What follows belongs to an exercise in optimizing a design on an open flow for small area, a short achievable clock period and few clock cycles per item; a production flow would make more cautious choices. The RTL was checked by simulation tests, not by an equivalence proof against the original design. Power figures rest on the tool's default switching activity, not on a simulated workload.

$ cat design/flow/flow/run.sh
#!/bin/bash
set -o pipefail
export BUFFER_PORTS_ARGS="-buffer_cell sky130_fd_sc_hd__buf_1"
bash standard.sh SETUP_SLACK_MARGIN=6.0 finish > standard.log 2>&1
$ cat design/flow/design.v
module ray_grid_stepper #(
    parameter int COORD_W   = 13,
    parameter int CELL_LOG2 = 6,
    parameter int GRID_LOG2 = 6,
    parameter int FRAC_W    = 8,
    parameter int MAX_STEPS = 64,
    parameter int RAM_LAT   = 1
) (
    input  logic                       clock,
    input  logic                       resetn,
    input  logic                       start,
    input  logic                       mode,
    input  logic                       dir_neg,
    input  logic [COORD_W-1:0]         player_x,
    input  logic [COORD_W-1:0]         player_y,
    input  logic [COORD_W+FRAC_W-1:0]  slope,
    output logic                       busy,
    output logic                       done,
    output logic                       hit,
    output logic                       out_of_bounds,
    output logic                       step_limit,
    output logic [COORD_W-1:0]         hit_x,
    output logic [COORD_W-1:0]         hit_y,
    output logic [7:0]                 steps,
    output logic                       grid_rd_en,
    output logic [2*GRID_LOG2-1:0]     grid_addr,
    input  logic                       grid_data
);
    localparam int TW = 22;
    logic                  busy_r, done_r, hit_r;
    logic                  mode_r, dn_r;
    logic [14:0]           t_r;         
    logic [6:0]            th_r;        
    logic signed [7:0]     cp_r;        
    logic [6:0]            cnt_r;       
    logic                  cin_r;       
    logic signed [TW-1:0]  add_r;       
    logic [20:0]           slope_x;     
    logic signed [12:0]    p_in, s_in;
    logic                  ndn;
    logic [27:0]           vs, vc;
    logic [6:0]            low_sum;
    always_comb begin
        p_in    = mode ? player_x : player_y;
        s_in    = mode ? player_y : player_x;
        ndn     = !dir_neg;
        low_sum = {1'b0, vs[5:0]} + {1'b0, vc[5:0]};
    end
    logic [3:0]            bone_x, btwo_x, bneg_x, bone_y, btwo_y, bneg_y;
    logic [6:0]            rbx, rby;
    always_comb begin
        rbx = {player_x[5:0], 1'b0};
        rby = {player_y[5:0], 1'b0};
        for (int j = 0; j < 3; j++) begin
            bone_x[j] = rbx[2*j+1] ^ rbx[2*j];
            btwo_x[j] = (rbx[2*j+2] ^ rbx[2*j+1]) && !(rbx[2*j+1] ^ rbx[2*j]);
            bneg_x[j] = !rbx[2*j+2];
            bone_y[j] = rby[2*j+1] ^ rby[2*j];
            btwo_y[j] = (rby[2*j+2] ^ rby[2*j+1]) && !(rby[2*j+1] ^ rby[2*j]);
            bneg_y[j] = !rby[2*j+2];
        end
        bone_x[3] = ndn ^ player_x[5];
        btwo_x[3] = 1'b0;
        bneg_x[3] = player_x[5];
        bone_y[3] = ndn ^ player_y[5];
        btwo_y[3] = 1'b0;
        bneg_y[3] = player_y[5];
    end
    logic [3:0]            bone_a, btwo_a, bneg_a, bone_b, btwo_b, bneg_b;
    rgs_sel4 sel_one_a (.s(mode), .a(bone_x), .b(bone_y), .y(bone_a));
    rgs_sel4 sel_two_a (.s(mode), .a(btwo_x), .b(btwo_y), .y(btwo_a));
    rgs_sel4 sel_neg_a (.s(mode), .a(bneg_x), .b(bneg_y), .y(bneg_a));
    rgs_sel4 sel_one_b (.s(mode), .a(bone_x), .b(bone_y), .y(bone_b));
    rgs_sel4 sel_two_b (.s(mode), .a(btwo_x), .b(btwo_y), .y(btwo_b));
    rgs_sel4 sel_neg_b (.s(mode), .a(bneg_x), .b(bneg_y), .y(bneg_b));
    logic cs1, cs2, cs3, cs4, cs5, cs6, cs7, cs8, cs9, cs10, cs11, cs12, cs13, cs14, cs15, cs16, cs17, cs18, cs19, cs20, cs21, cs22, cs23, cs24, cs25, cs26, cs27, cs28, cs29, cs30, cs31, cs32, cs33, cs34, cs35, cs36, cs37, cs38, cs39, cs40, cs41, cs42, cs43, cs44, cs45, cs46, cs47, cs48, cs49, cs50, cs51, cs52, cs53, cs54, cs55, cs56, cs57, cs58, cs59, cs60, cs61, cs62, cs63, cs64, cs65, cs66, cs67, cs68, cs69, cs70, cs71, cs72, cs73, cs74, cs75, cs76, cs77, cs78, cs79, cs80, cs81, cs82, cs83, cs84, cs85, cs86, cs87, cs88, cs89, cs90, cs91, cs92, cs93, cs94, cs95, cs96, cs97, cs98, cs99, cs100, cs101, cs102, cs103, cs104, cs105, cs106, cs107, cs108, cs109, cs110, cs111, cs112, cs113, cs114, cs115, cs116, cs117, cs118, cs119, cs120, cs121, cs122, cs123, cs124, cs125, cs126;
    rgs_ha ha_cs1 (.a(bneg_a[3]), .b(((bone_a[3] & slope[0]) ^ bneg_a[3])), .s(cs1), .co(cs2));
    rgs_ha ha_cs3 (.a(((bone_a[3] & slope[1]) ^ bneg_a[3])), .b((((bone_a[0] & slope[7]) | (btwo_a[0] & slope[6])) ^ bneg_a[0])), .s(cs3), .co(cs4));
    rgs_fa fa_cs5 (.a(s_in[0]), .b(((bone_a[3] & slope[2]) ^ bneg_a[3])), .c((((bone_a[0] & slope[8]) | (btwo_a[0] & slope[7])) ^ bneg_a[0])), .s(cs5), .co(cs6));
    rgs_fa fa_cs7 (.a(s_in[1]), .b(((bone_a[3] & slope[3]) ^ bneg_a[3])), .c((((bone_a[0] & slope[9]) | (btwo_a[0] & slope[8])) ^ bneg_a[0])), .s(cs7), .co(cs8));
    rgs_fa fa_cs9 (.a(s_in[2]), .b(((bone_a[3] & slope[4]) ^ bneg_a[3])), .c((((bone_a[0] & slope[10]) | (btwo_a[0] & slope[9])) ^ bneg_a[0])), .s(cs9), .co(cs10));
    rgs_fa fa_cs11 (.a(s_in[3]), .b(((bone_a[3] & slope[5]) ^ bneg_a[3])), .c((((bone_b[0] & slope[11]) | (btwo_b[0] & slope[10])) ^ bneg_b[0])), .s(cs11), .co(cs12));
    rgs_fa fa_cs13 (.a(s_in[4]), .b(((bone_a[3] & slope[6]) ^ bneg_a[3])), .c((((bone_b[0] & slope[12]) | (btwo_b[0] & slope[11])) ^ bneg_b[0])), .s(cs13), .co(cs14));
    rgs_fa fa_cs15 (.a(s_in[5]), .b(((bone_a[3] & slope[7]) ^ bneg_a[3])), .c((((bone_b[0] & slope[13]) | (btwo_b[0] & slope[12])) ^ bneg_b[0])), .s(cs15), .co(cs16));
    rgs_fa fa_cs17 (.a(s_in[6]), .b(((bone_a[3] & slope[8]) ^ bneg_a[3])), .c((((bone_b[0] & slope[14]) | (btwo_b[0] & slope[13])) ^ bneg_b[0])), .s(cs17), .co(cs18));
    rgs_fa fa_cs19 (.a(s_in[7]), .b(((bone_a[3] & slope[9]) ^ bneg_a[3])), .c((((bone_b[0] & slope[15]) | (btwo_b[0] & slope[14])) ^ bneg_b[0])), .s(cs19), .co(cs20));
    rgs_fa fa_cs21 (.a(s_in[8]), .b(((bone_a[3] & slope[10]) ^ bneg_a[3])), .c((((bone_b[0] & slope[16]) | (btwo_b[0] & slope[15])) ^ bneg_b[0])), .s(cs21), .co(cs22));
    rgs_fa fa_cs23 (.a(s_in[9]), .b(((bone_b[3] & slope[11]) ^ bneg_b[3])), .c((((bone_b[0] & slope[17]) | (btwo_b[0] & slope[16])) ^ bneg_b[0])), .s(cs23), .co(cs24));
    rgs_fa fa_cs25 (.a(s_in[10]), .b(((bone_b[3] & slope[12]) ^ bneg_b[3])), .c((((bone_b[0] & slope[18]) | (btwo_b[0] & slope[17])) ^ bneg_b[0])), .s(cs25), .co(cs26));
    rgs_fa fa_cs27 (.a(s_in[11]), .b(((bone_b[3] & slope[13]) ^ bneg_b[3])), .c((((bone_b[0] & slope[19]) | (btwo_b[0] & slope[18])) ^ bneg_b[0])), .s(cs27), .co(cs28));
    assign cs29 = 1'b1 ^ ~s_in[12] ^ ((bone_b[3] & slope[14]) ^ bneg_b[3]);
    assign cs30 = (1'b1 & ~s_in[12]) | (1'b1 & ((bone_b[3] & slope[14]) ^ bneg_b[3])) | (~s_in[12] & ((bone_b[3] & slope[14]) ^ bneg_b[3]));
    rgs_ha ha_cs31 (.a((((bone_b[0] & slope[20]) | (btwo_b[0] & slope[19])) ^ bneg_b[0])), .b((((bone_b[1] & slope[18]) | (btwo_b[1] & slope[17])) ^ bneg_b[1])), .s(cs31), .co(cs32));
    rgs_fa fa_cs33 (.a(((bone_b[3] & slope[15]) ^ bneg_b[3])), .b(~(((bone_b[0] & slope[20]) | (btwo_b[0] & slope[20])) ^ bneg_b[0])), .c((((bone_b[1] & slope[19]) | (btwo_b[1] & slope[18])) ^ bneg_b[1])), .s(cs33), .co(cs34));
    assign cs35 = 1'b1 ^ ((bone_b[3] & slope[16]) ^ bneg_b[3]);
    assign cs36 = 1'b1 & ((bone_b[3] & slope[16]) ^ bneg_b[3]);
    rgs_ha ha_cs37 (.a(bneg_a[2]), .b((((bone_a[0] & slope[4]) | (btwo_a[0] & slope[3])) ^ bneg_a[0])), .s(cs37), .co(cs38));
    rgs_ha ha_cs39 (.a((((bone_a[0] & slope[5]) | (btwo_a[0] & slope[4])) ^ bneg_a[0])), .b((((bone_a[1] & slope[3]) | (btwo_a[1] & slope[2])) ^ bneg_a[1])), .s(cs39), .co(cs40));
    rgs_fa fa_cs41 (.a((((bone_a[0] & slope[6]) | (btwo_a[0] & slope[5])) ^ bneg_a[0])), .b((((bone_a[1] & slope[4]) | (btwo_a[1] & slope[3])) ^ bneg_a[1])), .c((((bone_a[2] & slope[2]) | (btwo_a[2] & slope[1])) ^ bneg_a[2])), .s(cs41), .co(cs42));
    rgs_fa fa_cs43 (.a((((bone_a[1] & slope[5]) | (btwo_a[1] & slope[4])) ^ bneg_a[1])), .b((((bone_a[2] & slope[3]) | (btwo_a[2] & slope[2])) ^ bneg_a[2])), .c(cs2), .s(cs43), .co(cs44));
    rgs_fa fa_cs45 (.a((((bone_a[1] & slope[6]) | (btwo_a[1] & slope[5])) ^ bneg_a[1])), .b((((bone_a[2] & slope[4]) | (btwo_a[2] & slope[3])) ^ bneg_a[2])), .c(cs4), .s(cs45), .co(cs46));
    rgs_fa fa_cs47 (.a((((bone_a[1] & slope[7]) | (btwo_a[1] & slope[6])) ^ bneg_a[1])), .b((((bone_a[2] & slope[5]) | (btwo_a[2] & slope[4])) ^ bneg_a[2])), .c(cs6), .s(cs47), .co(cs48));
    rgs_fa fa_cs49 (.a((((bone_a[1] & slope[8]) | (btwo_a[1] & slope[7])) ^ bneg_a[1])), .b((((bone_a[2] & slope[6]) | (btwo_a[2] & slope[5])) ^ bneg_a[2])), .c(cs8), .s(cs49), .co(cs50));
    rgs_fa fa_cs51 (.a((((bone_a[1] & slope[9]) | (btwo_a[1] & slope[8])) ^ bneg_a[1])), .b((((bone_a[2] & slope[7]) | (btwo_a[2] & slope[6])) ^ bneg_a[2])), .c(cs10), .s(cs51), .co(cs52));
    rgs_fa fa_cs53 (.a((((bone_a[1] & slope[10]) | (btwo_a[1] & slope[9])) ^ bneg_a[1])), .b((((bone_a[2] & slope[8]) | (btwo_a[2] & slope[7])) ^ bneg_a[2])), .c(cs12), .s(cs53), .co(cs54));
    rgs_fa fa_cs55 (.a((((bone_b[1] & slope[11]) | (btwo_b[1] & slope[10])) ^ bneg_b[1])), .b((((bone_a[2] & slope[9]) | (btwo_a[2] & slope[8])) ^ bneg_a[2])), .c(cs14), .s(cs55), .co(cs56));
    rgs_fa fa_cs57 (.a((((bone_b[1] & slope[12]) | (btwo_b[1] & slope[11])) ^ bneg_b[1])), .b((((bone_a[2] & slope[10]) | (btwo_a[2] & slope[9])) ^ bneg_a[2])), .c(cs16), .s(cs57), .co(cs58));
    rgs_fa fa_cs59 (.a((((bone_b[1] & slope[13]) | (btwo_b[1] & slope[12])) ^ bneg_b[1])), .b((((bone_b[2] & slope[11]) | (btwo_b[2] & slope[10])) ^ bneg_b[2])), .c(cs18), .s(cs59), .co(cs60));
    rgs_fa fa_cs61 (.a((((bone_b[1] & slope[14]) | (btwo_b[1] & slope[13])) ^ bneg_b[1])), .b((((bone_b[2] & slope[12]) | (btwo_b[2] & slope[11])) ^ bneg_b[2])), .c(cs20), .s(cs61), .co(cs62));
    rgs_fa fa_cs63 (.a((((bone_b[1] & slope[15]) | (btwo_b[1] & slope[14])) ^ bneg_b[1])), .b((((bone_b[2] & slope[13]) | (btwo_b[2] & slope[12])) ^ bneg_b[2])), .c(cs22), .s(cs63), .co(cs64));
    rgs_fa fa_cs65 (.a((((bone_b[1] & slope[16]) | (btwo_b[1] & slope[15])) ^ bneg_b[1])), .b((((bone_b[2] & slope[14]) | (btwo_b[2] & slope[13])) ^ bneg_b[2])), .c(cs24), .s(cs65), .co(cs66));
    rgs_fa fa_cs67 (.a((((bone_b[1] & slope[17]) | (btwo_b[1] & slope[16])) ^ bneg_b[1])), .b((((bone_b[2] & slope[15]) | (btwo_b[2] & slope[14])) ^ bneg_b[2])), .c(cs26), .s(cs67), .co(cs68));
    rgs_fa fa_cs69 (.a((((bone_b[2] & slope[16]) | (btwo_b[2] & slope[15])) ^ bneg_b[2])), .b(cs29), .c(cs31), .s(cs69), .co(cs70));
    rgs_fa fa_cs71 (.a((((bone_b[2] & slope[17]) | (btwo_b[2] & slope[16])) ^ bneg_b[2])), .b(cs30), .c(cs32), .s(cs71), .co(cs72));
    rgs_fa fa_cs73 (.a((((bone_b[1] & slope[20]) | (btwo_b[1] & slope[19])) ^ bneg_b[1])), .b((((bone_b[2] & slope[18]) | (btwo_b[2] & slope[17])) ^ bneg_b[2])), .c(cs35), .s(cs73), .co(cs74));
    rgs_fa fa_cs75 (.a(((bone_b[3] & slope[17]) ^ bneg_b[3])), .b(~(((bone_b[1] & slope[20]) | (btwo_b[1] & slope[20])) ^ bneg_b[1])), .c((((bone_b[2] & slope[19]) | (btwo_b[2] & slope[18])) ^ bneg_b[2])), .s(cs75), .co(cs76));
    assign cs77 = 1'b1 ^ ((bone_b[3] & slope[18]) ^ bneg_b[3]);
    assign cs78 = 1'b1 & ((bone_b[3] & slope[18]) ^ bneg_b[3]);
    rgs_ha ha_cs79 (.a(bneg_a[1]), .b((((bone_a[0] & slope[2]) | (btwo_a[0] & slope[1])) ^ bneg_a[0])), .s(cs79), .co(cs80));
    rgs_ha ha_cs81 (.a((((bone_a[0] & slope[3]) | (btwo_a[0] & slope[2])) ^ bneg_a[0])), .b((((bone_a[1] & slope[1]) | (btwo_a[1] & slope[0])) ^ bneg_a[1])), .s(cs81), .co(cs82));
    rgs_fa fa_cs83 (.a((((bone_a[1] & slope[2]) | (btwo_a[1] & slope[1])) ^ bneg_a[1])), .b((((bone_a[2] & slope[0]) | (btwo_a[2] & 1'b0)) ^ bneg_a[2])), .c(cs37), .s(cs83), .co(cs84));
    rgs_fa fa_cs85 (.a((((bone_a[2] & slope[1]) | (btwo_a[2] & slope[0])) ^ bneg_a[2])), .b(cs38), .c(cs39), .s(cs85), .co(cs86));
    rgs_fa fa_cs87 (.a(cs1), .b(cs40), .c(cs41), .s(cs87), .co(cs88));
    rgs_fa fa_cs89 (.a(cs3), .b(cs42), .c(cs43), .s(cs89), .co(cs90));
    rgs_fa fa_cs91 (.a(cs5), .b(cs44), .c(cs45), .s(cs91), .co(cs92));
    rgs_fa fa_cs93 (.a(cs7), .b(cs46), .c(cs47), .s(cs93), .co(cs94));
    rgs_fa fa_cs95 (.a(cs9), .b(cs48), .c(cs49), .s(cs95), .co(cs96));
    rgs_fa fa_cs97 (.a(cs11), .b(cs50), .c(cs51), .s(cs97), .co(cs98));
    rgs_fa fa_cs99 (.a(cs13), .b(cs52), .c(cs53), .s(cs99), .co(cs100));
    rgs_fa fa_cs101 (.a(cs15), .b(cs54), .c(cs55), .s(cs101), .co(cs102));
    rgs_fa fa_cs103 (.a(cs17), .b(cs56), .c(cs57), .s(cs103), .co(cs104));
    rgs_fa fa_cs105 (.a(cs19), .b(cs58), .c(cs59), .s(cs105), .co(cs106));
    rgs_fa fa_cs107 (.a(cs21), .b(cs60), .c(cs61), .s(cs107), .co(cs108));
    rgs_fa fa_cs109 (.a(cs23), .b(cs62), .c(cs63), .s(cs109), .co(cs110));
    rgs_fa fa_cs111 (.a(cs25), .b(cs64), .c(cs65), .s(cs111), .co(cs112));
    rgs_fa fa_cs113 (.a(cs27), .b(cs66), .c(cs67), .s(cs113), .co(cs114));
    rgs_fa fa_cs115 (.a(cs28), .b(cs69), .c(cs68), .s(cs115), .co(cs116));
    rgs_fa fa_cs117 (.a(cs33), .b(cs70), .c(cs71), .s(cs117), .co(cs118));
    rgs_fa fa_cs119 (.a(cs34), .b(cs73), .c(cs72), .s(cs119), .co(cs120));
    rgs_fa fa_cs121 (.a(cs36), .b(cs75), .c(cs74), .s(cs121), .co(cs122));
    rgs_fa fa_cs123 (.a((((bone_b[2] & slope[20]) | (btwo_b[2] & slope[19])) ^ bneg_b[2])), .b(cs77), .c(cs76), .s(cs123), .co(cs124));
    rgs_fa fa_cs125 (.a(((bone_b[3] & slope[19]) ^ bneg_b[3])), .b(~(((bone_b[2] & slope[20]) | (btwo_b[2] & slope[20])) ^ bneg_b[2])), .c(cs78), .s(cs125), .co(cs126));
    assign vs[0] = bneg_a[0];
    assign vs[1] = (((bone_a[0] & slope[1]) | (btwo_a[0] & slope[0])) ^ bneg_a[0]);
    assign vs[2] = cs79;
    assign vs[3] = cs80;
    assign vs[4] = cs82;
    assign vs[5] = cs84;
    assign vs[6] = cs86;
    assign vs[7] = cs88;
    assign vs[8] = cs90;
    assign vs[9] = cs92;
    assign vs[10] = cs94;
    assign vs[11] = cs96;
    assign vs[12] = cs98;
    assign vs[13] = cs100;
    assign vs[14] = cs102;
    assign vs[15] = cs104;
    assign vs[16] = cs106;
    assign vs[17] = cs108;
    assign vs[18] = cs110;
    assign vs[19] = cs112;
    assign vs[20] = cs114;
    assign vs[21] = cs116;
    assign vs[22] = cs118;
    assign vs[23] = cs120;
    assign vs[24] = cs122;
    assign vs[25] = cs124;
    assign vs[26] = cs126;
    assign vs[27] = 1'b1;
    assign vc[0] = (((bone_a[0] & slope[0]) | (btwo_a[0] & 1'b0)) ^ bneg_a[0]);
    assign vc[1] = 1'b0;
    assign vc[2] = (((bone_a[1] & slope[0]) | (btwo_a[1] & 1'b0)) ^ bneg_a[1]);
    assign vc[3] = cs81;
    assign vc[4] = cs83;
    assign vc[5] = cs85;
    assign vc[6] = cs87;
    assign vc[7] = cs89;
    assign vc[8] = cs91;
    assign vc[9] = cs93;
    assign vc[10] = cs95;
    assign vc[11] = cs97;
    assign vc[12] = cs99;
    assign vc[13] = cs101;
    assign vc[14] = cs103;
    assign vc[15] = cs105;
    assign vc[16] = cs107;
    assign vc[17] = cs109;
    assign vc[18] = cs111;
    assign vc[19] = cs113;
    assign vc[20] = cs115;
    assign vc[21] = cs117;
    assign vc[22] = cs119;
    assign vc[23] = cs121;
    assign vc[24] = cs123;
    assign vc[25] = cs125;
    assign vc[26] = ~((bone_b[3] & slope[20]) ^ bneg_b[3]);
    assign vc[27] = 1'b0;
    logic                  first;
    logic [14:0]           sum_lo;
    logic [7:0]            a_hi, b_hi;
    logic ag1, ag2, ag3, ag4, ag5, ag6, ag7, ag8, ag9, ag10, ag11, ag12, ag13, ag14, ap1, ap2, ap3, ap4, ap5, ap6, ap7, ap8, ap9, ap10, ap11, ap12, ap13, ap14, pg0_1, pg0_3, pp0_3, pg0_5, pp0_5, pg0_7, pp0_7, pg0_9, pp0_9, pg0_11, pp0_11, pg0_13, pp0_13, pg1_2, pg1_3, pg1_6, pp1_6, pg1_7, pp1_7, pg1_10, pp1_10, pg1_11, pp1_11, pg1_14, pp1_14, pg2_4, pg2_5, pg2_6, pg2_7, pg2_12, pp2_12, pg2_13, pp2_13, pg2_14, pp2_14, pg3_8, pg3_9, pg3_10, pg3_11, pg3_12, pg3_13, pg3_14;
    assign ag1 = t_r[0] & add_r[0];
    assign ap1 = t_r[0] ^ add_r[0];
    assign ag2 = t_r[1] & add_r[1];
    assign ap2 = t_r[1] ^ add_r[1];
    assign ag3 = t_r[2] & add_r[2];
    assign ap3 = t_r[2] ^ add_r[2];
    assign ag4 = t_r[3] & add_r[3];
    assign ap4 = t_r[3] ^ add_r[3];
    assign ag5 = t_r[4] & add_r[4];
    assign ap5 = t_r[4] ^ add_r[4];
    assign ag6 = t_r[5] & add_r[5];
    assign ap6 = t_r[5] ^ add_r[5];
    assign ag7 = t_r[6] & add_r[6];
    assign ap7 = t_r[6] ^ add_r[6];
    assign ag8 = t_r[7] & add_r[7];
    assign ap8 = t_r[7] ^ add_r[7];
    assign ag9 = t_r[8] & add_r[8];
    assign ap9 = t_r[8] ^ add_r[8];
    assign ag10 = t_r[9] & add_r[9];
    assign ap10 = t_r[9] ^ add_r[9];
    assign ag11 = t_r[10] & add_r[10];
    assign ap11 = t_r[10] ^ add_r[10];
    assign ag12 = t_r[11] & add_r[11];
    assign ap12 = t_r[11] ^ add_r[11];
    assign ag13 = t_r[12] & add_r[12];
    assign ap13 = t_r[12] ^ add_r[12];
    assign ag14 = t_r[13] & add_r[13];
    assign ap14 = t_r[13] ^ add_r[13];
    rgs_g pg0_1_c (.gh(ag1), .ph(ap1), .gl(cin_r), .g(pg0_1));
    rgs_gp pg0_3_c (.gh(ag3), .ph(ap3), .gl(ag2), .pl(ap2), .g(pg0_3), .p(pp0_3));
    rgs_gp pg0_5_c (.gh(ag5), .ph(ap5), .gl(ag4), .pl(ap4), .g(pg0_5), .p(pp0_5));
    rgs_gp pg0_7_c (.gh(ag7), .ph(ap7), .gl(ag6), .pl(ap6), .g(pg0_7), .p(pp0_7));
    rgs_gp pg0_9_c (.gh(ag9), .ph(ap9), .gl(ag8), .pl(ap8), .g(pg0_9), .p(pp0_9));
    rgs_gp pg0_11_c (.gh(ag11), .ph(ap11), .gl(ag10), .pl(ap10), .g(pg0_11), .p(pp0_11));
    rgs_gp pg0_13_c (.gh(ag13), .ph(ap13), .gl(ag12), .pl(ap12), .g(pg0_13), .p(pp0_13));
    rgs_g pg1_2_c (.gh(ag2), .ph(ap2), .gl(pg0_1), .g(pg1_2));
    rgs_g pg1_3_c (.gh(pg0_3), .ph(pp0_3), .gl(pg0_1), .g(pg1_3));
    rgs_gp pg1_6_c (.gh(ag6), .ph(ap6), .gl(pg0_5), .pl(pp0_5), .g(pg1_6), .p(pp1_6));
    rgs_gp pg1_7_c (.gh(pg0_7), .ph(pp0_7), .gl(pg0_5), .pl(pp0_5), .g(pg1_7), .p(pp1_7));
    rgs_gp pg1_10_c (.gh(ag10), .ph(ap10), .gl(pg0_9), .pl(pp0_9), .g(pg1_10), .p(pp1_10));
    rgs_gp pg1_11_c (.gh(pg0_11), .ph(pp0_11), .gl(pg0_9), .pl(pp0_9), .g(pg1_11), .p(pp1_11));
    rgs_gp pg1_14_c (.gh(ag14), .ph(ap14), .gl(pg0_13), .pl(pp0_13), .g(pg1_14), .p(pp1_14));
    rgs_g pg2_4_c (.gh(ag4), .ph(ap4), .gl(pg1_3), .g(pg2_4));
    rgs_g pg2_5_c (.gh(pg0_5), .ph(pp0_5), .gl(pg1_3), .g(pg2_5));
    rgs_g pg2_6_c (.gh(pg1_6), .ph(pp1_6), .gl(pg1_3), .g(pg2_6));
    rgs_g pg2_7_c (.gh(pg1_7), .ph(pp1_7), .gl(pg1_3), .g(pg2_7));
    rgs_gp pg2_12_c (.gh(ag12), .ph(ap12), .gl(pg1_11), .pl(pp1_11), .g(pg2_12), .p(pp2_12));
    rgs_gp pg2_13_c (.gh(pg0_13), .ph(pp0_13), .gl(pg1_11), .pl(pp1_11), .g(pg2_13), .p(pp2_13));
    rgs_gp pg2_14_c (.gh(pg1_14), .ph(pp1_14), .gl(pg1_11), .pl(pp1_11), .g(pg2_14), .p(pp2_14));
    rgs_g pg3_8_c (.gh(ag8), .ph(ap8), .gl(pg2_7), .g(pg3_8));
    rgs_g pg3_9_c (.gh(pg0_9), .ph(pp0_9), .gl(pg2_7), .g(pg3_9));
    rgs_g pg3_10_c (.gh(pg1_10), .ph(pp1_10), .gl(pg2_7), .g(pg3_10));
    rgs_g pg3_11_c (.gh(pg1_11), .ph(pp1_11), .gl(pg2_7), .g(pg3_11));
    rgs_g pg3_12_c (.gh(pg2_12), .ph(pp2_12), .gl(pg2_7), .g(pg3_12));
    rgs_g pg3_13_c (.gh(pg2_13), .ph(pp2_13), .gl(pg2_7), .g(pg3_13));
    rgs_g pg3_14_c (.gh(pg2_14), .ph(pp2_14), .gl(pg2_7), .g(pg3_14));
    assign sum_lo[0] = ap1 ^ cin_r;
    assign sum_lo[1] = ap2 ^ pg0_1;
    assign sum_lo[2] = ap3 ^ pg1_2;
    assign sum_lo[3] = ap4 ^ pg1_3;
    assign sum_lo[4] = ap5 ^ pg2_4;
    assign sum_lo[5] = ap6 ^ pg2_5;
    assign sum_lo[6] = ap7 ^ pg2_6;
    assign sum_lo[7] = ap8 ^ pg2_7;
    assign sum_lo[8] = ap9 ^ pg3_8;
    assign sum_lo[9] = ap10 ^ pg3_9;
    assign sum_lo[10] = ap11 ^ pg3_10;
    assign sum_lo[11] = ap12 ^ pg3_11;
    assign sum_lo[12] = ap13 ^ pg3_12;
    assign sum_lo[13] = ap14 ^ pg3_13;
    assign sum_lo[14] = pg3_14;
    logic                  hi_zero;
    logic [14:0]           t_nxt;
    logic signed [7:0]     cp_nxt;
    logic                  nxt_oob, probe_valid, hit_now, finish;
    always_comb begin
        first       = cnt_r[6];
        a_hi        = {th_r, t_r[14]};
        b_hi        = add_r[21:14];
        hi_zero     = ((a_hi[0] ^ b_hi[0]) == sum_lo[14]) && ((a_hi[6:0] | b_hi[6:0]) == (a_hi[7:1] ^ b_hi[7:1]));
        t_nxt       = {a_hi[0] ^ b_hi[0] ^ sum_lo[14], sum_lo[13:0]};
        cp_nxt      = cp_r + (dn_r ? -8'sd1 : 8'sd1);
        nxt_oob     = (cp_nxt[7:6] != 2'b00) || !hi_zero;
        probe_valid = !first;
        hit_now     = probe_valid && grid_data;
        finish      = hit_now || nxt_oob;
    end
    always_ff @(posedge clock) begin
        if (!resetn) begin
            busy_r <= 1'b0;
            done_r <= 1'b0;
        end else if (busy_r) begin
            busy_r <= !finish;
            done_r <= finish;
        end else begin
            busy_r <= start;
            done_r <= 1'b0;
        end
    end
    always_ff @(posedge clock) begin
        hit_r <= hit_now;
        slope_x <= dir_neg ? ~slope : slope;
        th_r    <= busy_r ? 7'd0 : vs[27:21];
        if (!busy_r) begin
            mode_r  <= mode;
            dn_r    <= dir_neg;
            add_r   <= vc[27:6];
            cin_r   <= low_sum[6];
            t_r     <= vs[20:6];
            cp_r    <= {p_in[12], p_in[12:6]};
            cnt_r   <= 7'h7f;
        end else begin
            cnt_r <= cnt_r + 7'd1;
            if (first) begin
                add_r <= {slope_x[20], slope_x};
                cin_r <= dn_r;
            end
            if (!hit_now) begin
                t_r  <= t_nxt;
                cp_r <= cp_nxt;
            end
        end
    end
    logic [6:0] line_idx;
    always_comb begin
        busy          = busy_r;
        done          = done_r;
        hit           = hit_r;
        out_of_bounds = !hit_r;
        step_limit    = 1'b0;
        line_idx      = cp_r[6:0] + {6'd0, dn_r};
        hit_x         = mode_r ? {line_idx, 6'd0} : t_r[14:2];
        hit_y         = mode_r ? t_r[14:2] : {line_idx, 6'd0};
        steps         = {1'b0, cnt_r};
        grid_rd_en    = 1'b1;
        grid_addr     = mode_r ? {t_nxt[13:8], cp_nxt[5:0]} : {cp_nxt[5:0], t_nxt[13:8]};
    end
endmodule
module rgs_fa (
    input  logic a,
    input  logic b,
    input  logic c,
    output logic s,
    output logic co
);
    assign s  = a ^ b ^ c;
    assign co = (a & b) | (a & c) | (b & c);
endmodule
module rgs_ha (
    input  logic a,
    input  logic b,
    output logic s,
    output logic co
);
    assign s  = a ^ b;
    assign co = a & b;
endmodule
module rgs_gp (
    input  logic gh,
    input  logic ph,
    input  logic gl,
    input  logic pl,
    output logic g,
    output logic p
);
    assign g = gh | (ph & gl);
    assign p = ph & pl;
endmodule
module rgs_g (
    input  logic gh,
    input  logic ph,
    input  logic gl,
    output logic g
);
    assign g = gh | (ph & gl);
endmodule
module rgs_sel4 (
    input  logic       s,
    input  logic [3:0] a,
    input  logic [3:0] b,
    output logic [3:0] y
);
    assign y = s ? a : b;
endmodule
$ cat design/flow/config.mk
export PLATFORM = sky130hd
export DESIGN_NAME = ray_grid_stepper
export DESIGN_NICKNAME = ray_grid_stepper
export VERILOG_FILES = /design/flow/design.v
export SDC_FILE = /design/flow/constraint.sdc
export NUM_CORES = 4
export LEC_CHECK = 0
export CAP_MARGIN = 20
export CORE_MARGIN = 2
export CORE_UTILIZATION = 60
export CTS_BUF_LIST = sky130_fd_sc_hd__clkbuf_8
export PLACE_DENSITY = 0.7
export SLEW_MARGIN = 20
export SYNTH_HIERARCHICAL = 1
export SYNTH_MINIMUM_KEEP_SIZE = 0
$ cat design/flow/constraint.sdc
create_clock -name core_clock -period 11.0 [get_ports {clock}]
set_input_delay 2.2000 -clock core_clock [delete_from_list [all_inputs] [get_ports {clock}]]
set_output_delay 2.2000 -clock core_clock [all_outputs]
set_load 0.01 [all_outputs]
$ cat design/flow/standard.sh
#!/bin/bash
# synth_recipe.tcl (not shown) runs the flow's synth.tcl, then flattens the netlist and writes it again
# the make line also repeats each setting of config.mk as NAME=value (left out here)
make -C /OpenROAD-flow-scripts/flow DESIGN_CONFIG=/design/flow/config.mk WORK_HOME=/design/flow/orfs CLKGATE_MAP_FILE= SYNTH_SCRIPT=/design/flow/synth_recipe.tcl "${@:-finish}"
==> results of run 1 <==
stage by stage:
stage / power, mW / area (um2) / setup WS, ps
after CTS: 2.012 / 8667 / 6003
after global routing: 2.216 / 8767 / 5969
final: 2.035 / 8767 / 6075
after global placement: 1.726 / 8468 / 5547
after detailed placement: 1.791 / 8471 / 5451
after floorplan: 1.479 / 8142 / 5977
power groups by stage:
stage                     combinational, mW  sequential, mW  clock [mW]
after floorplan                       0.967           0.512           0
after global placement                 1.20           0.530           0
after detailed placement               1.26           0.535           0
after CTS                              1.27           0.527       0.218
after global routing                   1.45           0.536       0.230
final                                  1.30           0.525       0.212
cells in the final DEF, fill, tap and decap left out, drive strengths merged, types with 2 or more instances in the layout:
cell,count
a21oi,29
dfxtp,39
nor2b,21
nor3,5
buf,109
nand3,4
ha,42
inv,32
xnor2,105
o21ai,21
and3,3
nand2,47
o21a,2
nor4,2
nor2,35
xor2,44
fa,54
edfxtp,47
mux2i,7
clkinv,4
or3,6
conb,3
and2,21
nand3b,2
nand2b,4
mux2,64
clkbuf,13
a21o,30
a211oi,9
a22oi,59
per-layer routing:
metal	global-route usage (%)	vias to the layer above	wire length, um	share of wire, %
met4	5.000	0	119	0.64
li1	-	2866	-	-
met5	0	-	0	0
met2	42.15	233	8623	46
met1	39.24	2942	8689	47
met3	4.610	13	1229	6.6
sequential cells by signal (all words and copies together) (netlist names):
register / flops
slope_x: 21
t_r: 15
mode_r: 1
hit_r: 1
add_r: 22
cp_r: 8
cin_r: 1
done_r: 1
th_r: 7
busy_r: 1
cnt_r: 7
dn_r: 1
worst max-delay path: stages:
cell and delay [ps]:
clkbuf_2 140, inv_1 80, or3_1 370, o21ai_0 130
mux2_4 270, a22oi_1 90, xnor2_1 160, ha_1 300
fa_1 450, ha_1 280, or3_1 350, o21ai_0 100
a21oi_1 110
timing repair:
action	4_1_cts	5_1_grt
gates resized for setup	5	10
setup buffers	0	8
setup endpoints to repair	16	27
layout make-up:
class                   count  area [um2]
clock buffers               9       123.9
clock inverters             7       55.05
fillers                  1092        4423
inverters                  29       108.9
multi-input cells         625        5575
flip-flops and latches     86        2193
well taps                 176       220.2
repair buffers            113       490.5
worst max path at each step:
stage | startpoint | endpoint | cells after the start
5_1_grt | player_y[3] | cin_r$_DFFE_PP_ | 13
2_1_floorplan | dir_neg | add_r[10]$_DFFE_PP_ | 11
4_1_cts | player_y[3] | cin_r$_DFFE_PP_ | 13
3_3_place_gp | mode | cin_r$_DFFE_PP_ | 11
3_5_place_dp | dir_neg | add_r[11]$_DFFE_PP_ | 9
6_report | player_y[3] | cin_r$_DFFE_PP_ | 13
==> metrics.md, run 1 <==
| Metric | Value |
|---|---|
| Status | `no timing/DRC/antenna violations` |
| Core Util, Final | `66.47%` |
| Max-Cap Viols | `0` |
| Largest net degree at the start of global routing | `84` |
| Number of synthesis warnings | `7` |
| Starting DRT DRC Count | `471` |
| Final std cells w/o fill | `1045` |
| Post-route ant nets | `0` |
| Mapped Area | `0.008090 mm2` |
| CP endpoint kind | `flip-flop` |
| Crit share post-route | `44.77%` |
| Clock Power Share | `10.4%` |
| Worst setup SP type | `input pin` |
| Fin crit period | `4925 ps` |
| Max Fclk | `203.0 MHz` |
| Reg2reg setup slack | `8430 ps` |
| Min-delay src | `cnt_r[0]$_SDFF_PN1_` |
| Cts hold-fix bufs | `0` |
| TNS Setup | `0 ps` |
| Layout Skew | `5.344 ps` |
| Reg power frac | `25.8%` |
| Via count | `6054` |
| Std cell rows | `42` |
| Syn Inst Count | `806` |
| Global-route wire length before repair | `30.64 mm` |
| WHS Endpoint | `cnt_r[0]$_SDFF_PN1_` |
| Routed len/inst | `17.86 um` |
| CP max FO | `7` |
| Vias per cell | `5.793` |
| Vias in the first global route | `5966` |
| Initial DRT Pass Iterations | `5` |
| R2R depth | `10` |
| Clock root buffer | `clkbuf_8` |
| Top-level port count | `105` |
| Final #Nets | `1013` |
| Worst min path class | `flip-flop to flip-flop` |
| CTS Buf Count | `9` |
| Starting density of the core | `61.34%` |
| Ant. Diodes | `0` |
| Placed cell count | `1021` |
| Total global-route track usage | `26.79%` |
| Clk buf depth | `2` |
| Routability congestion estimate | `0.8536` |
| Die width | `120.1 um` |
| PwrDens | `232.1 mW/mm2` |
| Die Area | `0.01443 mm2` |
| Slew Limit Headroom | `39.05%` |
| FF-to-FF End | `busy_r$_SDFF_PN0_` |
| I/O Buffers | `101` |
| Slew at the pin with the worst max-slew slack | `914.2 ps` |
| Area growth syn-to-layout | `8.367%` |
| Dpl hpwl | `14.15 mm` |
| Arrival time worst endpoint | `5030 ps` |
| Die height | `120.1 um` |
| CTS tree | `yes` |
| H-tree depth | `3` |
| Peak supply drop | `88.87 uV` |
| Initial antenna violation count | `0` |
| Switching part of the total | `42.91%` |
| GRT overflow | `0` |
| Mapped Avg Cell Area | `10.04 um2` |
| Post-Route WL | `18.66 mm` |
| Final count of pins violating max slew | `0` |
| Residual DRC | `0` |
| Fin. Hold Viols | `0` |
| Clk slew on worst S/H paths | `90 ps` |
| Psw | `0.8731 mW` |
| WP data required | `11100 ps` |
| RSZ-0062 raised after global routing | `yes` |
| Share of cells above drive strength 1 | `13.69%` |
| Core ar. | `0.01319 mm2` |
| Clock Latency Late Sink | `360 ps` |
| Int Pwr | `1.162 mW` |
| Hold Slack | `422.5 ps` |
| Reg-to-Reg Start | `t_r[0]$_DFFE_PP_` |
| Hold depth | `1` |
| Leakage | `3.505 nW` |
| Combinational Power Share | `63.8%` |
| Critical path type | `input pin to flip-flop` |
| Final setup violation count | `0` |
| CTS Sinks | `86` |
Testbench counts, summed over its fixed seeds: cycles 12,152, rays 1,536.
==> inputs of run 2 (changes only) <==
==> design/flow/flow/run.sh (replaced) <==
#!/bin/bash
set -o pipefail
export BUFFER_PORTS_ARGS="-buffer_cell sky130_fd_sc_hd__buf_1"
bash standard.sh SETUP_SLACK_MARGIN=6.4 finish > standard.log 2>&1
==> run 2 against run 1 <==
Net effect:
- flip-flop and latch count unchanged
- global-route usage up 2.3 points
- combinational power up 24%
- utilization grew 9.9 points
- still clean
- fmax grew 4.3%
- critical path depth shrank 3
- largest cell class unchanged
==> metrics.md, run 2 <==
| Metric | Value |
|---|---|
| Fin. Hold Viols | `0` |
| Max-Cap Viols | `0` |
| Arrival time worst endpoint | `2520 ps` |
| Power, Total | `2.368 mW` |
| Routed len/inst | `19.31 um` |
| Cell area after placement | `0.008553 mm2` |
| Top flop regs | `add_r x22, slope_x x21, t_r x15` |
| Mapped Avg Cell Area | `10.04 um2` |
| Slew Limit Headroom | `38.00%` |
| Mapped Area | `0.008090 mm2` |
| Global-route wire length before repair | `32.66 mm` |
| Routability congestion estimate | `0.8501` |
| Worst setup SP type | `flip-flop` |
| CTS tree | `yes` |
| GRT overflow | `0` |
| Worst path depth | `10` |
| CP most frequent cell | `a21o_1` |
| Peak supply drop | `99.62 uV` |
| Clock root buffer | `clkbuf_8` |
| Final setup violation count | `0` |
| H-tree depth | `3` |
| Slew at the pin with the worst max-slew slack | `930.0 ps` |
| Die Area | `0.01443 mm2` |
| Crit path cell chain | `ha_4, a21o_1, a21o_1, a21o_4, buf_4, a21o_1, xor2_2, nor2_1, a21oi_1, buf_2` |
| Hold depth | `1` |
| Crit path max-delay cell type | `edfxtp_1` |
| Initial DRT Pass Iterations | `6` |
| Starting density of the core | `61.34%` |
| WP buf/inv | `2` |
| Syn Inst Count | `806` |
| Status | `no timing/DRC/antenna violations` |
| Leakage | `4.131 nW` |
| Total global-route track usage | `29.08%` |
| Clk buf depth | `2` |
| Reg2reg setup slack | `8530 ps` |
| Die height | `120.1 um` |
| Crit share post-route | `42.93%` |
| Most common cell after layout, fill and taps aside | `xnor2_1` |
| WP data required | `8800 ps` |
| PwrDens | `235.1 mW/mm2` |
| Largest stage delay, worst path | `430 ps` |
| Clock Latency Late Sink | `380 ps` |
| Metal2 WL | `10.08 mm` |
| Met3 routed WL | `1.584 mm` |
| Wl on met1 | `9.257 mm` |
| Post-Route WL | `21.30 mm` |
| TNS Setup | `0 ps` |
| Post-route ant nets | `0` |
| Final count of pins violating max slew | `0` |
| Dpl hpwl | `13.93 mm` |
| Via count | `6438` |
| CP endpoint kind | `output pin` |
| Std cell rows | `42` |
| RSZ-0062 raised after global routing | `yes` |
| Initial antenna violation count | `0` |
| Max Fclk | `211.8 MHz` |
| CP max FO | `7` |
| I/O Buffers | `101` |
| Share of cells above drive strength 1 | `29.99%` |
| Worst min path class | `flip-flop to flip-flop` |
| Final #Nets | `1071` |
| Fin crit period | `4722 ps` |
| Fillers | `887` |
| Largest net degree at the start of global routing | `84` |
| CTS Buf Count | `9` |
| Number of synthesis warnings | `7` |
| Residual DRC | `0` |
| Die width | `120.1 um` |
| Starting DRT DRC Count | `509` |
| Largest register by flop count | `add_r` |
| Area growth syn-to-layout | `24.51%` |
| Multi-input gate area | `0.006221 mm2` |
| Core ar. | `0.01319 mm2` |
| Sequential Area | `0.002193 mm2` |
| Ant. Diodes | `0` |
| Most frequent cells in the layout | `xnor2_1 (87), buf_1 (76), buf_4 (54)` |
| Highest Signal Layer | `met4` |
| Top-level port count | `105` |
| R2R depth | `11` |
| Critical path type | `flip-flop to output pin` |
| Clk slew on worst S/H paths | `90 ps` |
| Final Cell Area | `0.01007 mm2` |
| Layout Skew | `13.66 ps` |
| Vias per cell | `5.837` |
| CTS Sinks | `86` |
| CP delay by family, top | `compound AO/OA/AOI/OAI gates` |
| Vias in the first global route | `6194` |
| Max FFs per register | `22` |
## run 2: changes by cell type in the layout (fill, tap and decap cells not counted), moves of 17 or more
cell / previous run / this run
a22oi_1: 59 / 42
a22oi_2: 0 / 17
buf_1: 96 / 76
buf_4: 12 / 54
mux2_4: 2 / 23
xnor2_1: 104 / 87
## run 2: power breakdown
group	switching [mW]	internal, mW	total [mW]
Clock	0.121	0.0944	0.215
Sequential	0.0678	0.475	0.543
Combinational	0.772	0.838	1.61
## run 2: per-stage QoR
step	cells	worst slack, ps	util [%]	hold WS [ps]
global placement	1021	5532	64.85	392.8
CTS	1078	6321	72.32	431.7
floorplan	807	6037	-	424.8
detailed placement	1021	5464	64.85	410.8
global route	1103	6203	76.37	452.6
finish	1103	6278	76.37	427.7
## run 2: worst paths after layout
kind                                             to                 from
worst min-delay path            cnt_r[0]$_SDFF_PN1_  cnt_r[0]$_SDFF_PN1_
worst max register to register    busy_r$_SDFF_PN0_     t_r[8]$_DFFE_PP_
worst max-delay path                   grid_addr[2]   add_r[0]$_DFFE_PP_
worst min register to register  cnt_r[0]$_SDFF_PN1_  cnt_r[0]$_SDFF_PN1_
## run 2: metal layers
layer,GRT usage [%],vias to the layer above
met5,0,-
li1,-,3000
met1,41.23,3111
met4,8.824,0
met3,5.086,35
met2,45.67,292
## run 2: worst register-to-register path: stages (launching register included)
cell	delay, ps
edfxtp_1	460
ha_4	260
a21o_1	190
a21o_1	210
buf_4	150
a21o_1	160
a21o_1	160
xnor2_1	190
nand2_1	70
nor3_1	140
o2111a_1	240
a41o_1	180
## run 2: layout make-up
type,instances,area share [%]
Timing Repair Buffer,166,11.35
Multi-Input combinational cell,630,61.76
Tap cell,176,2.186
Sequential cell,86,21.77
Inverter,29,1.105
Clock buffer,11,1.503
Clock inverter,5,0.3229
## run 2: timing repair
action / 4_1_cts / 5_1_grt
endpoints found under the setup margin: 50 / 40
gates resized for setup: 92 / 64
hold buffers: 0 / 0
pin swaps: 27 / 52
gates cloned: 6 / 3
buffers inserted: 35 / 22
==> inputs of run 3 (changes only) <==
==> design/flow/flow/run.sh (replaced) <==
#!/bin/bash
set -o pipefail
export BUFFER_PORTS_ARGS="-buffer_cell sky130_fd_sc_hd__buf_1"
bash standard.sh SETUP_SLACK_MARGIN=6.2 finish > standard.log 2>&1
==> run 3 against run 2 <==
Net effect:
- sequential power hardly changed
- global-route usage is 1.1 points lower
- via count is 3.3% lower
- synthesized area stayed put
- still clean on timing, DRC and antenna
- flip-flop and latch count stayed put
- cell count is 4.0% lower
- combinational power is 9% lower
- count of clock-buffer cells in the layout is 2 lower
- first-iteration DRC count is 24% higher
- non-clock buffer count is 40 lower
==> metrics.md, run 3 <==
| Metric | Value |
|---|---|
| Met1 usage | `39.47%` |
| CP max FO | `13` |
| Clk buf depth | `2` |
| Crit share post-route | `43.23%` |
| I/O Buffers | `101` |
| Worst min path class | `flip-flop to flip-flop` |
| Status | `no timing/DRC/antenna violations` |
| Arrival time worst endpoint | `4880 ps` |
| Starting DRT DRC Count | `631` |
| Combinational Power Share | `66.0%` |
| Leakage | `3.725 nW` |
| Top flop regs | `add_r x22, slope_x x21, t_r x15` |
| Clock Power Share | `9.6%` |
| Crit. Startpoint | `mode` |
| Fin. Hold Viols | `0` |
| Routed len/inst | `18.94 um` |
| Top-level port count | `105` |
| Mapped Area | `0.008090 mm2` |
| Post-Route WL | `20.05 mm` |
| Setup crit end | `add_r[14]$_DFFE_PP_` |
| CP endpoint kind | `flip-flop` |
| Core Util, Final | `70.22%` |
| Residual DRC | `0` |
| Final setup violation count | `0` |
| Peak supply drop | `88.38 uV` |
| Share of cells above drive strength 1 | `19.82%` |
| H-tree depth | `3` |
| CTS Sinks | `86` |
| Most common cell after layout, fill and taps aside | `xnor2_1` |
| Max Fclk | `210.3 MHz` |
| Final std cells w/o fill | `1059` |
| Routability congestion estimate | `0.9013` |
| Slew Limit Headroom | `38.83%` |
| Vias per cell | `5.877` |
| GRT met3 Usage | `4.658%` |
| Die height | `120.1 um` |
| Fillers | `1026` |
| Fin crit period | `4755 ps` |
| Largest register by flop count | `add_r` |
| Area growth syn-to-layout | `14.49%` |
| Via count | `6224` |
| Worst setup SP type | `input pin` |
| Multi-input gate area | `0.005881 mm2` |
| Die Area | `0.01443 mm2` |
| Initial antenna violation count | `0` |
| Placed cell count | `1021` |
| TNS Setup | `0 ps` |
| Total global-route track usage | `27.98%` |
| RSZ-0062 raised after global routing | `yes` |
| Reg-to-Reg Start | `dn_r$_DFFE_PN_` |
| M2 GR Usage | `45.45%` |
| GR peak layer | `met2` |
| PwrDens | `240.5 mW/mm2` |
| Clock root buffer | `clkbuf_8` |
| Syn Inst Count | `806` |
| Final #Nets | `1027` |
| GRT overflow | `0` |
| Std cell rows | `42` |
| Core ar. | `0.01319 mm2` |
| Vias in the first global route | `6152` |
| Global-route wire length before repair | `31.71 mm` |
| Sequential Area | `0.002193 mm2` |
| Post-route ant nets | `0` |
| Starting density of the core | `61.34%` |
| Int Pwr | `1.295 mW` |
| Ant. Diodes | `0` |
| Initial DRT Pass Iterations | `5` |
| Reg power frac | `24.4%` |
| CTS Buf Count | `9` |
| Mapped Avg Cell Area | `10.04 um2` |
| Switching part of the total | `41.88%` |
| WP data required | `11120 ps` |
| Min-delay src | `cnt_r[0]$_SDFF_PN1_` |
| Reg2reg setup slack | `8520 ps` |
| Final count of pins violating max slew | `0` |
| Psw | `0.9328 mW` |
| R2R depth | `8` |
| Largest net degree at the start of global routing | `84` |
| Slew at the pin with the worst max-slew slack | `917.6 ps` |
| Die width | `120.1 um` |
| FF-to-FF End | `busy_r$_SDFF_PN0_` |
| Most frequent cells in the layout | `xnor2_1 (99), buf_1 (90), a22oi_1 (52)` |
| Max FFs per register | `22` |
| Number of synthesis warnings | `7` |
| Layout Skew | `12.57 ps` |
| CTS tree | `yes` |
| Dpl hpwl | `14.39 mm` |
| Critical path type | `input pin to flip-flop` |
| Clock Latency Late Sink | `360 ps` |
| Clk slew on worst S/H paths | `90 ps` |
| Max-Cap Viols | `0` |
run 3: metrics by stage:
stage               worst slack, ps  instance area, um2  power (mW)  hold slack [ps]
floorplan                      6037                8219       1.486            424.8
global placement               5469                8502       1.741            393.0
detailed placement             5430                8502       1.812            405.4
CTS                            6205                8901       2.080            428.1
global route                   6181                9263       2.406            446.1
finish                         6245                9263       2.227            423.0
run 3: what timing repair did:
action / in CTS / in global routing
buffers inserted: 8 / 10
cloned: 2 / 2
hold buffers: 0 / 0
gates resized for setup: 23 / 51
endpoints found under the hold margin: 0 / 0
endpoints found under the setup margin: 41 / 31
pin swaps: 4 / 11
run 3: worst min path at each step:
stage                           to  slack, ps  cells past startpoint
2_1_floorplan  cnt_r[0]$_SDFF_PN1_        420                      1
3_3_place_gp   cnt_r[0]$_SDFF_PN1_        390                      1
3_5_place_dp   cnt_r[0]$_SDFF_PN1_        410                      1
4_1_cts        cnt_r[0]$_SDFF_PN1_        430                      1
5_1_grt        cnt_r[0]$_SDFF_PN1_        450                      1
6_report       cnt_r[0]$_SDFF_PN1_        420                      1
run 3: per-layer routing:
metal  up-vias  part of all wire [%]
met3        17                   6.9
met1      3061                    44
met5         -                     0
met4         0                   1.2
li1       2899                     -
met2       247                    48
run 3: worst max-delay path, stage by stage:
cell       delay, ps
clkbuf_4         180
bufbuf_16        320
mux2_4           330
a22oi_2          170
xnor2_1          110
ha_1             340
fa_1             530
fa_1             430
mux2_4           270
run 3: final cells by class:
type / count / area share [%]
Multi-Input combinational cell: 626 / 63.49
Sequential cell: 86 / 23.68
Timing Repair Buffer: 126 / 7.335
Inverter: 29 / 1.175
Clock buffer: 9 / 1.337
Clock inverter: 7 / 0.6079
Tap cell: 176 / 2.377
run 3: power groups by stage:
stage | sequential, mW | combinational (mW) | clock [mW]
detailed placement | 0.536 | 1.28 | 0
finish | 0.544 | 1.47 | 0.214
CTS | 0.528 | 1.34 | 0.217
floorplan | 0.512 | 0.974 | 0
global placement | 0.531 | 1.21 | 0
global route | 0.554 | 1.62 | 0.229
==> inputs of run 4 (changes only) <==
==> design/flow/flow/run.sh (replaced) <==
#!/bin/bash
set -o pipefail
export BUFFER_PORTS_ARGS="-buffer_cell sky130_fd_sc_hd__buf_1"
bash standard.sh SETUP_SLACK_MARGIN=5.8 finish > standard.log 2>&1
==> run 4 against run 3 <==
Net effect:
- fmax down 4.8%
- count of clock-buffer cells in the layout unchanged
- critical path depth up 2
- flip-flop and latch count unchanged
- sequential share of layout area up 1.7 points
- critical path type unchanged
- largest cell class unchanged
==> metrics.md, run 4 <==
| Metric | Value |
|---|---|
| CTS Buf Count | `9` |
| Max Fclk | `200.2 MHz` |
| Die width | `120.1 um` |
| Arrival time worst endpoint | `5120 ps` |
| Core Util, Final | `65.45%` |
| Mapped Avg Cell Area | `10.04 um2` |
| Slew at the pin with the worst max-slew slack | `887.8 ps` |
| DP Worst Slack | `5228 ps` |
| Max-Cap Viols | `0` |
| Final setup margin | `6005 ps` |
| Final #Nets | `1005` |
| CP max FO | `11` |
| RSZ-0062 raised after global routing | `no` |
| Largest register by flop count | `add_r` |
| Final setup violation count | `0` |
| Starting density of the core | `61.34%` |
| Initial DRT Pass Iterations | `5` |
| Total global-route track usage | `26.54%` |
| Global-route wire length before repair | `30.13 mm` |
| Post-Route WL | `18.64 mm` |
| Top flop regs | `add_r x22, slope_x x21, t_r x15` |
| Area growth syn-to-layout | `6.712%` |
| Die height | `120.1 um` |
| WP data required | `11120 ps` |
| Vias in the first global route | `5871` |
| Number of synthesis warnings | `7` |
| Post-route ant nets | `0` |
| Critical path type | `input pin to flip-flop` |
| Status | `no timing/DRC/antenna violations` |
| Power, Total | `2.012 mW` |
| Most common cell after layout, fill and taps aside | `xnor2_1` |
| PwrDens | `233.1 mW/mm2` |
| Multi-input gate area | `0.005507 mm2` |
| Routed len/inst | `17.97 um` |
| I/O Buffers | `101` |
| Clk slew on worst S/H paths | `90 ps` |
| Std cell rows | `42` |
| Die Area | `0.01443 mm2` |
| Fin. Hold Viols | `0` |
| CTS tree | `yes` |
| Crit share post-route | `45.41%` |
| Residual DRC | `0` |
| Ant. Diodes | `0` |
| Mapped Area | `0.008090 mm2` |
| Slew Limit Headroom | `40.81%` |
| Largest net degree at the start of global routing | `84` |
| Clock root buffer | `clkbuf_8` |
| GRT overflow | `0` |
| H-tree depth | `3` |
| Worst setup SP type | `input pin` |
| Fin crit period | `4995 ps` |
| Syn Inst Count | `806` |
| Layout Skew | `9.996 ps` |
| Dpl hpwl | `13.95 mm` |
| Share of cells above drive strength 1 | `10.34%` |
| Final count of pins violating max slew | `0` |
| Starting DRT DRC Count | `445` |
| Cts hold-fix bufs | `0` |
| Core ar. | `0.01319 mm2` |
| Peak supply drop | `107.9 uV` |
| Max FFs per register | `22` |
| Worst min path class | `flip-flop to flip-flop` |
| Routability congestion estimate | `0.8784` |
| Fillers | `1090` |
| TNS Setup | `0 ps` |
| Via count | `5953` |
| Clock Latency Late Sink | `370 ps` |
| CTS Sinks | `86` |
| Vias per cell | `5.741` |
| Initial antenna violation count | `0` |
| Clk buf depth | `2` |
| Leakage | `3.455 nW` |
| Top-level port count | `105` |
| Sequential Area | `0.002193 mm2` |
| CP endpoint kind | `flip-flop` |
| Most frequent cells in the layout | `xnor2_1 (105), buf_1 (100), mux2_2 (64)` |
## run 4: final timing paths
path | start | to | slack (ps) | cells past startpoint
max | player_y[3] | add_r[14]$_DFFE_PP_ | 6000 | 11
min | cnt_r[0]$_SDFF_PN1_ | cnt_r[0]$_SDFF_PN1_ | 430 | 1
max reg2reg | t_r[2]$_DFFE_PP_ | busy_r$_SDFF_PN0_ | 8440 | 10
min reg2reg | cnt_r[0]$_SDFF_PN1_ | cnt_r[0]$_SDFF_PN1_ | 430 | 1
## run 4: final cells by class
| class | instances | share of cell area [%] |
|---|---|---|
| Tap cell | 176 | 2.551 |
| Inverter | 29 | 1.261 |
| Clock inverter | 7 | 0.6957 |
| Sequential cell | 86 | 25.41 |
| Clock buffer | 9 | 1.435 |
| Multi-Input combinational cell | 625 | 63.78 |
| Timing Repair Buffer | 105 | 4.870 |
## run 4: report_power, final
group,total [mW],switching (mW),internal (mW),leakage (nW)
Clock,0.219,0.117,0.102,0.107
Combinational,1.26,0.680,0.585,2.53
Sequential,0.528,0.0543,0.474,0.822
Total,2.01,0.851,1.16,3.45
## run 4: timing repair
action | CTS | global route
cloned | 0 | 0
endpoints found under the setup margin | 21 | 4
buffers inserted | 0 | 0
gates resized for setup | 1 | 3
## run 4: per-stage QoR
| stage | hold WS (ps) | cells | cell area (um2) |
|---|---|---|---|
| global route | 463.4 | 1037 | 8633 |
| global placement | 393.5 | 1021 | 8437 |
| finish | 433.7 | 1037 | 8633 |
| floorplan | 424.8 | 807 | 8099 |
| detailed placement | 420.5 | 1021 | 8439 |
| CTS | 442.5 | 1037 | 8626 |
## run 4: per-layer routing
layer | vias to the layer above | wire [um] | global-route usage [%]
met5 | - | 0 | 0
met4 | 0 | 285 | 6.838
met3 | 22 | 1377 | 3.850
met2 | 251 | 8437 | 41.23
met1 | 2826 | 8539 | 39.05
li1 | 2854 | - | -
## run 4: critical path: stages
cell,delay [ps]
buf_1,200
inv_1,100
or3_1,370
o21ai_0,100
mux2_2,350
a22oi_1,120
xnor2_1,160
ha_1,300
fa_1,530
fa_1,420
mux2_2,260
==> inputs of run 5 (changes only) <==
--- a/design/flow/config.mk
+++ b/design/flow/config.mk
@@ -10,4 +10,6 @@
 export CORE_UTILIZATION = 60
 export CTS_BUF_LIST = sky130_fd_sc_hd__clkbuf_8
+export CTS_CLUSTER_DIAMETER = 200
+export CTS_CLUSTER_SIZE = 50
 export PLACE_DENSITY = 0.7
 export SLEW_MARGIN = 20
==> run 5 against run 4 <==
Net effect:
- still clean on timing, DRC and antenna
- synthesized cell count stayed put
- first-iteration DRC count did not move
- worst setup slack did not move
- register-to-register slack barely moved
- utilization is the same
- total power stayed put
- sequential share of layout area is the same
- count of clock-buffer cells in the layout stayed put
- critical path depth did not move
- clock skew did not move
- combinational power about the same
- sequential power is essentially flat
==> metrics.md, run 5 <==
| Metric | Value |
|---|---|
| Status | `no timing/DRC/antenna violations` |
| Power, Total | `2.012 mW` |
| Routability congestion estimate | `0.8784` |
| RSZ-0062 raised after global routing | `no` |
| Cell area after placement | `0.008439 mm2` |
| Fin crit period | `4995 ps` |
| CP max FO | `11` |
| Clk buf depth | `2` |
| Clock root buffer | `clkbuf_8` |
| Arrival time worst endpoint | `5120 ps` |
| Share of cells above drive strength 1 | `10.34%` |
| Most common cell after layout, fill and taps aside | `xnor2_1` |
| Int Pwr | `1.161 mW` |
| Switching part of the total | `42.28%` |
| Std cell rows | `42` |
| H-tree depth | `3` |
| Die width | `120.1 um` |
| Highest Signal Layer | `met4` |
| Routed len/inst | `17.97 um` |
| Largest register by flop count | `add_r` |
| Leakage | `3.455 nW` |
| CTS Sinks | `86` |
| Via count | `5953` |
| Initial antenna violation count | `0` |
| Largest net degree at the start of global routing | `84` |
| Clock Power Share | `10.9%` |
| CP delay by family, top | `adder cells` |
| PwrDens | `233.1 mW/mm2` |
| Met3 routed WL | `1.377 mm` |
| Vias in the first global route | `5871` |
| Peak supply drop | `107.9 uV` |
| Metal2 WL | `8.437 mm` |
| Clk slew on worst S/H paths | `90 ps` |
| Critical path type | `input pin to flip-flop` |
| Slew at the pin with the worst max-slew slack | `887.8 ps` |
| Final setup violation count | `0` |
| Reg power frac | `26.3%` |
| Largest stage delay, worst path | `530 ps` |
| Crit share post-route | `45.41%` |
| Initial DRT Pass Iterations | `5` |
| Most frequent cells in the layout | `xnor2_1 (105), buf_1 (100), mux2_2 (64)` |
| Top flop regs | `add_r x22, slope_x x21, t_r x15` |
| Mapped Area | `0.008090 mm2` |
| Post-route ant nets | `0` |
| Post-CTS Setup Repair Bufs | `0` |
| Vias per cell | `5.741` |
| WP data required | `11120 ps` |
| Top-level port count | `105` |
| Worst setup SP type | `input pin` |
| Layout Skew | `9.996 ps` |
| Starting density of the core | `61.34%` |
| Crit path cell chain | `buf_1, inv_1, or3_1, o21ai_0, mux2_2, a22oi_1, xnor2_1, ha_1, fa_1, fa_1, mux2_2` |
| Area growth syn-to-layout | `6.712%` |
| WP buf/inv | `2` |
| Global-route wire length before repair | `30.13 mm` |
| Fin. Hold Viols | `0` |
| Max FFs per register | `22` |
| Total global-route track usage | `26.54%` |
| Max Fclk | `200.2 MHz` |
| GRT overflow | `0` |
| Die Area | `0.01443 mm2` |
| TNS Setup | `0 ps` |
| CTS tree | `yes` |
| Crit path max-delay cell type | `fa_1` |
| Core ar. | `0.01319 mm2` |
| Ant. Diodes | `0` |
| CP endpoint kind | `flip-flop` |
| Final #Nets | `1005` |
| Combinational Power Share | `62.9%` |
| Final count of pins violating max slew | `0` |
| Mapped Avg Cell Area | `10.04 um2` |
| CTS Buf Count | `9` |
| Psw | `0.8508 mW` |
| Residual DRC | `0` |
| Syn Inst Count | `806` |
| Dpl hpwl | `13.95 mm` |
| Clock Latency Late Sink | `370 ps` |
| Slew Limit Headroom | `40.81%` |
| Max-Cap Viols | `0` |
| Wl on met1 | `8.539 mm` |
| Starting DRT DRC Count | `445` |
| Die height | `120.1 um` |
| Final Cell Area | `0.008633 mm2` |
| Worst min path class | `flip-flop to flip-flop` |
| Post-Route WL | `18.64 mm` |
| Number of synthesis warnings | `7` |
| I/O Buffers | `101` |
## run 5: cell counts in the layout (fill, tap and decap cells not counted)
Identical to the previous run, type by type.
## run 5: path summary, 6_finish.rpt
kind | slack (ps) | cells after the start | from | end
setup / recovery | 6000 | 11 | player_y[3] | add_r[14]$_DFFE_PP_
hold / removal | 430 | 1 | cnt_r[0]$_SDFF_PN1_ | cnt_r[0]$_SDFF_PN1_
setup reg to reg | 8440 | 10 | t_r[2]$_DFFE_PP_ | busy_r$_SDFF_PN0_
hold reg to reg | 430 | 1 | cnt_r[0]$_SDFF_PN1_ | cnt_r[0]$_SDFF_PN1_
## run 5: what timing repair did
item / in CTS / in global routing
hold buffers: 0 / 0
resized for setup: 1 / 3
endpoints found under the setup margin: 21 / 4
endpoints found under the hold margin: 0 / 0
## run 5: per-layer routing
metal	up-vias	GRT usage [%]
li1	2854	-
met1	2826	39.05
met2	251	41.23
met3	22	3.850
met4	0	6.838
met5	-	0
## run 5: power groups by stage
stage	sequential (mW)	combinational, mW	clock [mW]
after detailed placement	0.536	1.25	0
after floorplan	0.512	0.963	0
after global placement	0.531	1.20	0
after global routing	0.539	1.41	0.236
after CTS	0.529	1.27	0.224
final	0.528	1.26	0.219
## run 5: area by class of cell
type / instances / area [um2]
clock buffer: 9 / 123.9
clock inverter: 7 / 60.06
fill: 1090 / 4557
inverter: 29 / 108.9
multi-input combinational: 625 / 5507
sequential: 86 / 2193
tap: 176 / 220.2
timing repair buffer: 105 / 420.4
## run 5: stage by stage
stage                     hold slack (ps)  std cells  util [%]  worst slack [ps]
after detailed placement            420.5       1021     63.98              5228
after CTS                           442.5       1037     65.40              5899
after global placement              393.5       1021     63.96              5319
final                               433.7       1037     65.45              6005
after global routing                463.4       1037     65.45              5848
after floorplan                     424.8        807         -              5848

-- what the ideal ports hide --
No port has a modelled driver above. Below, the same layouts with a new extraction and two added sets of constraints.
Step 1 sets driving cells, clkbuf_16 on the clock port and buf_2 on the other inputs (assumed; they add their load-dependent delay and slew).
Step 2, shift: input delay + t, output delay - t, t = (earliest + latest rising clock arrival at the registers) / 2. This alone moves slack from input paths to output paths.
Three values: ideal ports, drivers, drivers and shift; two values: the first two.
run | t (ns) | setup WS [ns] | worst setup path after step 2 | slew at the worst register clock pin (ns)
run 1 | 0.396 | 6.075 / 6.079 / 5.683 | input to register | 0.10 / 0.10
run 2 | 0.412 | 6.278 / 6.242 / 5.914 | input to register | 0.09 / 0.09
run 3 | 0.395 | 6.245 / 6.256 / 5.861 | input to register | 0.10 / 0.10
run 4 | 0.407 | 6.005 / 5.986 / 5.616 | input to register | 0.09 / 0.09
run 5 | 0.407 | 6.005 / 5.986 / 5.616 | input to register | 0.09 / 0.09
After both steps setup and hold are still met in every run listed. The setup slack of run 1, which loses most, moves by +0.004 ns with the drivers and by -0.392 ns with both steps.
